This design comes from an exercise in tuning for small area on the open sky130 flow, not from production work.
The RTL was checked by simulation tests, not by an equivalence proof against the original design.
The clock input has no modelled driver; a real chip could not lean on it and would need a root buffer or a full tree.
No activity file was given, so power comes from the tool's default toggle rates.

==> flow/design.v <==
module mii_arp_top (
    input  logic       i_sys_clk,
    input  logic       i_nreset,
    input  logic       i_rx_enable,
    input  logic       i_rx_dv,
    input  logic [3:0] i_rx_data,
    output logic       o_tx_valid,
    output logic [7:0] o_tx_data
);
    localparam int V = 13;
    localparam int R_PRE_END = V + 15;     
    localparam int R_SND0    = V + 60;     
    localparam int R_SND_END = V + 79;     
    localparam int R_BLOCK   = V + 32;     
    localparam int R_ET_HI   = V + 40;     
    localparam int R_ET_LO   = V + 42;     
    localparam int R_SAT     = V + 127;    
    localparam int T_FREE = V + 5;         
    localparam int T_PRE  = V + 107;       
    localparam int T_LIT  = V + 115;       
    localparam int T_SND  = V + 147;       
    localparam int T_DONE = V + 157;       
    logic       last_dv;
    logic       acc;       
    logic       busy;      
    logic       arp;       
    logic [7:0] cnt;
    logic [3:0] low_nib;
    logic [7:0] pre_q [8];    
    logic [7:0] snd_q [10];   
    logic [3:0] ofs;
    logic       start_acc;
    logic       frame_end;
    logic       wr;
    logic [7:0] rx_byte;
    logic       wr_pre;
    logic       wr_snd;
    logic       wr_snd0;
    logic       kick;
    logic       rot;
    logic       shift_snd;
    logic [7:0] lit;
    assign start_acc = i_rx_dv && !last_dv && i_rx_enable && !busy;
    assign frame_end = acc && !i_rx_dv;
    assign wr        = acc && i_rx_dv && (cnt[0] == V[0]);
    assign rx_byte   = {i_rx_data, low_nib};
    assign wr_pre    = wr && cnt < 8'(R_PRE_END);
    assign wr_snd    = wr && cnt >= 8'(R_SND0) && cnt < 8'(R_SND_END);
    assign wr_snd0   = wr && cnt == 8'(R_SND0);
    assign kick      = busy && cnt == 8'(T_SND);
    assign rot       = ofs != 4'd0 && !(acc && cnt >= 8'(R_BLOCK));
    assign shift_snd = wr_snd || kick || rot;
    always_ff @(posedge i_sys_clk) begin
        low_nib <= i_rx_data;
        if (wr_pre || (busy && cnt >= 8'(T_PRE))) begin
            for (int k = 0; k < 7; k++) pre_q[k] <= pre_q[k+1];
            pre_q[7] <= rx_byte;
        end
        if (shift_snd) begin
            for (int k = 0; k < 9; k++) snd_q[k] <= snd_q[k+1];
            snd_q[9] <= wr_snd ? rx_byte : snd_q[0];
            if (wr_snd0 || kick) begin
                ofs <= 4'd1;
            end else begin
                ofs <= (ofs == 4'd9) ? 4'd0 : ofs + 4'd1;
            end
        end
        if (start_acc) begin
            arp <= 1'b1;
        end else if (wr && cnt == 8'(R_ET_HI)) begin
            arp <= arp && rx_byte == 8'h08;
        end else if (wr && cnt == 8'(R_ET_LO)) begin
            arp <= arp && rx_byte == 8'h06;
        end else if (frame_end) begin
            arp <= arp && cnt > 8'(R_ET_LO);
        end
        if (start_acc || frame_end) begin
            cnt <= 8'(V);
        end else if (busy || cnt < 8'(R_SAT)) begin
            cnt <= cnt + 8'd1;
        end
    end
    always_ff @(posedge i_sys_clk) begin
        if (!i_nreset) begin
            last_dv <= 1'b0;
            acc     <= 1'b0;
            busy    <= 1'b0;
        end else begin
            last_dv <= i_rx_dv;
            acc     <= start_acc || (acc && i_rx_dv);
            if (frame_end) begin
                busy <= 1'b1;
            end else if ((cnt == 8'(T_FREE) && !arp) || cnt == 8'(T_DONE)) begin
                busy <= 1'b0;
            end
        end
    end
    localparam logic [255:0] LIT_BYTES = {
        48'hffff_ffff_ffff,
        48'h1234_5678_9abc,
        16'h0806,
        64'h0001_0800_0604_0002,
        48'h1234_5678_9abc,
        32'h0a45_452a
    };
    function automatic logic [7:0] lit_at(input logic [4:0] a);
        logic [4:0] j;
        j = a - 5'(T_LIT);
        lit_at = LIT_BYTES[8'd255 - {j, 3'b000} -: 8];
    endfunction
    always_comb begin
        lit = 8'h00;
        for (int a = 0; a < 32; a++) begin
            if (cnt[4:0] == 5'(a)) lit = lit_at(5'(a));
        end
    end
    assign o_tx_valid = busy && arp && cnt >= 8'(T_PRE) && cnt != 8'(T_DONE);
    assign o_tx_data  = (cnt < 8'(T_LIT)) ? pre_q[0] : (cnt < 8'(T_SND)) ? lit : snd_q[0];
endmodule
export LEC_CHECK = 0
export ABC_AREA = 1
export CAP_MARGIN = 20
export CORE_MARGIN = 2
export CORE_UTILIZATION = 40
export SLEW_MARGIN = 20
create_clock -name core_clock -period 6.0 [get_ports {i_sys_clk}]
standard.sh (not shown) runs the stock make flow with config.mk's settings and CLKGATE_MAP_FILE= SYNTH_SCRIPT=/design/flow/synth_recipe.tcl, a recipe that flattens the netlist after the stock synthesis.
==> flow/flow/run.sh <==
#!/bin/bash
# Standard layout, with: the combinational logic of the standard synthesis
# re-mapped for area (flip-flops untouched), single-size port buffers, and a
# clock tree whose leaf level is rebuilt as a few balanced groups.
set -o pipefail
W=$(pwd)
R=$W/orfs/results/sky130hd/mii_arp_top/base
export BUFFER_PORTS_ARGS="-buffer_cell sky130_fd_sc_hd__buf_1"
export CTS_ARGS="-sink_clustering_enable -repair_clock_nets -dont_use_dummy_load -buf_list sky130_fd_sc_hd__clkbuf_4 -root_buf sky130_fd_sc_hd__clkbuf_8"
export RMP_LIB=$W/rmp.lib
export POST_CTS_TCL=$W/flow/post_cts.tcl
export POST_SYNTH_TCL=$W/flow/post_synth.tcl
export CLK_LEAF_CELL=sky130_fd_sc_hd__clkbuf_8
export CLK_GROUP_MAX=19
python3 $W/flow/filter_lib.py $FLOW_HOME/platforms/sky130hd/lib/sky130_fd_sc_hd__tt_025C_1v80.lib $RMP_LIB > $W/filter_lib.log 2>&1 || exit 1
bash $W/standard.sh synth > $W/standard_synth.log 2>&1 || exit 1
cp $R/1_2_yosys.v $W/standard_synth.v
export REOPT_IN=$W/standard_synth.v REOPT_OUT=$W/reopt.v REOPT_ABC=$W/flow/reopt.abc
$FLOW_HOME/../tools/install/yosys/bin/yosys -c $W/flow/reopt.tcl > $W/reopt.log 2>&1 || exit 1
cp $W/reopt.v $R/1_2_yosys.v
rm -f $R/1_synth.odb
bash $W/standard.sh "$@" > $W/standard.log 2>&1
==> flow/flow/post_cts.tcl <==
# Rebuild the clock tree's leaf level: the flip-flops are split into compact
# groups of about the same size by recursive bisection, each group is driven
# by one buffer next to its centre, and every group buffer hangs off the tree's
# root buffer, so each flip-flop sees root buffer, wire, one group buffer.
set leaf_cell $::env(CLK_LEAF_CELL)
set group_max $::env(CLK_GROUP_MAX)
set block [ord::get_db_block]
set db [ord::get_db]

# the root buffer that CTS placed on the clock port's net
set root [$block findInst clkbuf_0_i_sys_clk]
set root_net [[$root findITerm X] getNet]

# every flip-flop clock pin
set sinks {}
foreach pin [all_registers -clock_pins] {
  set it [sta::sta_to_db_pin $pin]
  set inst [$it getInst]
  set box [$inst getBBox]
  lappend sinks [list [expr {([$box xMin] + [$box xMax]) / 2}] [expr {([$box yMin] + [$box yMax]) / 2}] $it]
}
puts "clock sinks: [llength $sinks]"

# remove the leaf buffers CTS made, and their nets
foreach it [$root_net getITerms] {
  set inst [$it getInst]
  if {$inst eq $root} { continue }
  set out [[$inst findITerm X] getNet]
  foreach s [$out getITerms] { $s disconnect }
  $it disconnect
  odb::dbInst_destroy $inst
  odb::dbNet_destroy $out
}

proc bisect {items nmax} {
  if {[llength $items] <= $nmax} { return [list $items] }
  set xs [lsort -integer [lmap s $items {lindex $s 0}]]
  set ys [lsort -integer [lmap s $items {lindex $s 1}]]
  set dx [expr {[lindex $xs end] - [lindex $xs 0]}]
  set dy [expr {[lindex $ys end] - [lindex $ys 0]}]
  set k [expr {$dx >= $dy ? 0 : 1}]
  set sorted [lsort -integer -index $k $items]
  set n [llength $sorted]
  # split so both halves need the same number of groups
  set groups [expr {int(ceil(double($n) / $nmax))}]
  set left [expr {int(round(double($n) * ($groups / 2) / $groups))}]
  if {$left < 1} { set left [expr {$n / 2}] }
  return [concat [bisect [lrange $sorted 0 [expr {$left - 1}]] $nmax] \
                 [bisect [lrange $sorted $left end] $nmax]]
}

set master [$db findMaster $leaf_cell]
set g 0
foreach grp [bisect $sinks $group_max] {
  set sx 0; set sy 0
  foreach s $grp { incr sx [lindex $s 0]; incr sy [lindex $s 1] }
  set cx [expr {$sx / [llength $grp]}]
  set cy [expr {$sy / [llength $grp]}]
  set inst [odb::dbInst_create $block $master "clkleaf_$g"]
  $inst setLocation $cx $cy
  $inst setPlacementStatus PLACED
  set net [odb::dbNet_create $block "clkleafnet_$g"]
  $net setSigType CLOCK
  [$inst findITerm A] connect $root_net
  [$inst findITerm X] connect $net
  foreach s $grp { [lindex $s 2] connect $net }
  puts "clock group $g: [llength $grp] flip-flops at $cx $cy"
  incr g
}
puts "clock groups: $g"
detailed_placement
check_placement -verbose
estimate_parasitics -placement
set worst 0
foreach p [all_registers -clock_pins] {
  foreach e {rise fall} {
    set s [get_property $p slew_max_$e]
    if {$s > $worst} { set worst $s }
  }
}
puts "worst flip-flop clock slew estimate: $worst"
report_worst_slack -max
report_worst_slack -min
==> flow/flow/post_synth.tcl <==
# Drive the two shift-enable nets (64 and 84 loads) with the strongest size of
# their driving gate, instead of letting repair hang buffer trees on them.
foreach net [get_nets *] {
  set loads [get_pins -of_objects $net -filter "direction==input"]
  if {[llength $loads] < 32 || [llength $loads] > 120} { continue }
  set drv [get_pins -of_objects $net -filter "direction==output"]
  if {[llength $drv] != 1} { continue }
  set inst [get_cells -of_objects $drv]
  set ref [get_property $inst ref_name]
  if {![regexp {^(sky130_fd_sc_hd__\w+)_\d+$} $ref -> base]} { continue }
  foreach size {4 2} {
    set cell [get_lib_cells -quiet */${base}_$size]
    if {[llength $cell]} {
      puts "upsize [get_full_name $inst] $ref -> ${base}_$size ([llength $loads] loads)"
      replace_cell $inst $cell
      break
    }
  }
}
==> flow/flow/reopt.abc <==
&get -n
&deepsyn -T 20
&put
dch -f
amap
==> flow/flow/reopt.tcl <==
# Re-map the combinational logic of the standard synthesis for area with a
# deeper ABC search. The flip-flops stay as they are: same cells, same names.
set lib $::env(RMP_LIB)
set net $::env(REOPT_IN)
yosys read_liberty -ignore_miss_func $lib
yosys blackbox sky130_fd_sc_hd__edfxtp_1 sky130_fd_sc_hd__dfxtp_1
yosys read_verilog $net
yosys hierarchy -top $::env(FLOW_TOP)
yosys flatten
yosys opt -purge
yosys stat -liberty $lib
yosys abc -liberty $lib -script $::env(REOPT_ABC)
yosys opt_clean -purge
yosys hilomap -singleton -hicell sky130_fd_sc_hd__conb_1 HI -locell sky130_fd_sc_hd__conb_1 LO
yosys splitnets
yosys opt_clean -purge
yosys insbuf -buf sky130_fd_sc_hd__buf_4 A X
yosys stat -liberty $lib
yosys write_verilog -noattr -noexpr -nohex -nodec $::env(REOPT_OUT)
# read the result back against the cell interfaces and check it
yosys design -reset
yosys read_liberty -lib $lib
yosys read_verilog $::env(REOPT_OUT)
yosys hierarchy -check -top $::env(FLOW_TOP)
yosys check -assert
yosys stat -liberty $lib
Other scripts of this flow, unchanged in this note and not shown: flow/flow/filter_lib.py
The baseline went through all stages and came out clean.
Rerun with:
--- a/flow/flow/run.sh
+++ b/flow/flow/run.sh
@@ -12 +11,0 @@
-export POST_SYNTH_TCL=$W/flow/post_synth.tcl
removed: flow/flow/post_synth.tcl
Cell area grows by 0.46%.
Die area goes down by 0.39%.
Setup slack gets better by 0.023 ns.
Routed wire length came out higher by 2.4%.
Sequential power stays flat.
Worst hold slack gains 0.0085 ns.
Synthesized cell count stays the same.
Global-route usage came out higher by 0.12 points.
Core utilization grows by 0.20 points.
Via count decreases by 0.59%.
Rerun with:
==> flow/flow/run.sh (replaced) <==
#!/bin/bash
# Standard layout, with: the combinational logic resynthesized for area after
# synthesis, single-size port buffers, and a clock tree without dummy loads.
set -o pipefail
W=$(pwd)
export BUFFER_PORTS_ARGS="-buffer_cell sky130_fd_sc_hd__buf_1"
export CTS_ARGS="-sink_clustering_enable -repair_clock_nets -dont_use_dummy_load -buf_list sky130_fd_sc_hd__clkbuf_4 -root_buf sky130_fd_sc_hd__clkbuf_8"
export RMP_LIB=$W/rmp.lib
export RMP_DIR=$W/rmp
export POST_SYNTH_TCL=$W/flow/post_synth.tcl
export POST_CTS_TCL=$W/flow/post_cts.tcl
export CLK_LEAF_CELL=sky130_fd_sc_hd__clkbuf_8
export CLK_GROUP_MAX=17
python3 $W/flow/filter_lib.py $FLOW_HOME/platforms/sky130hd/lib/sky130_fd_sc_hd__tt_025C_1v80.lib $RMP_LIB > $W/filter_lib.log 2>&1 || exit 1
bash $W/standard.sh "$@" > $W/standard.log 2>&1
==> flow/flow/post_synth.tcl (new file) <==
# Resynthesize the combinational logic for area; registers are left as they are.
report_design_area
file mkdir $::env(RMP_DIR)
for {set pass 0} {$pass < 2} {incr pass} {
  restructure -target area -liberty_file $::env(RMP_LIB) \
    -tielo_port sky130_fd_sc_hd__conb_1/LO -tiehi_port sky130_fd_sc_hd__conb_1/HI \
    -work_dir $::env(RMP_DIR) -abc_logfile $::env(RMP_DIR)/abc_$pass.log
  report_design_area
}
removed: flow/flow/reopt.abc
removed: flow/flow/reopt.tcl
Effect:
- The new run completed without violations
- fmax shrinks by 3.6%
- design area grows by 0.91%
- hold slack loses 0.0077 ns
- via count grows by 0.96%
Rerun with:
--- a/flow/flow/run.sh
+++ b/flow/flow/run.sh
@@ -13 +13 @@
-export CLK_GROUP_MAX=17
+export CLK_GROUP_MAX=19
Result: The new run produced a clean layout; wire length stays flat; maximum frequency stays flat; final area stays flat; register-to-register slack hardly moves.
In every run of this note, the design's own scripts or RTL, not TritonCTS, make the clock network.

-- static timing again, ports no longer ideal --
The results above use ideal ports. As a check the final layouts listed here were re-extracted and re-timed, cells and wires unchanged.
Step 1 (the two cells are an assumption about what drives the block):
set clk [get_ports {i_sys_clk}]
set_driving_cell -lib_cell sky130_fd_sc_hd__clkbuf_16 $clk
set_driving_cell -lib_cell sky130_fd_sc_hd__buf_2 [delete_from_list [all_inputs] $clk]
Step 2 also shifts input and output timing later by t, the mid clock arrival at the registers, as if the neighbouring blocks saw the same clock.
Three values: ideal ports, drivers, drivers and shift; two values: the first two.
run | shift t [ns] | setup slack, ns | worst setup path after step 2 | pins driven straight from the clock port
the first run | 0.433 | 2.076 / 2.043 / 1.940 | input to register | 1
the second run | 0.435 | 2.098 / 2.066 / 2.101 | input to register | 1
the third run | 0.439 | 1.953 / 1.919 / 2.304 | input to register | 1
the fourth run | 0.435 | 1.958 / 1.923 / 2.322 | input to register | 1
After both steps setup and hold are still met in every run listed. The setup slack of the first run, which loses most, moves by -0.033 ns with the drivers and by -0.136 ns with both steps.
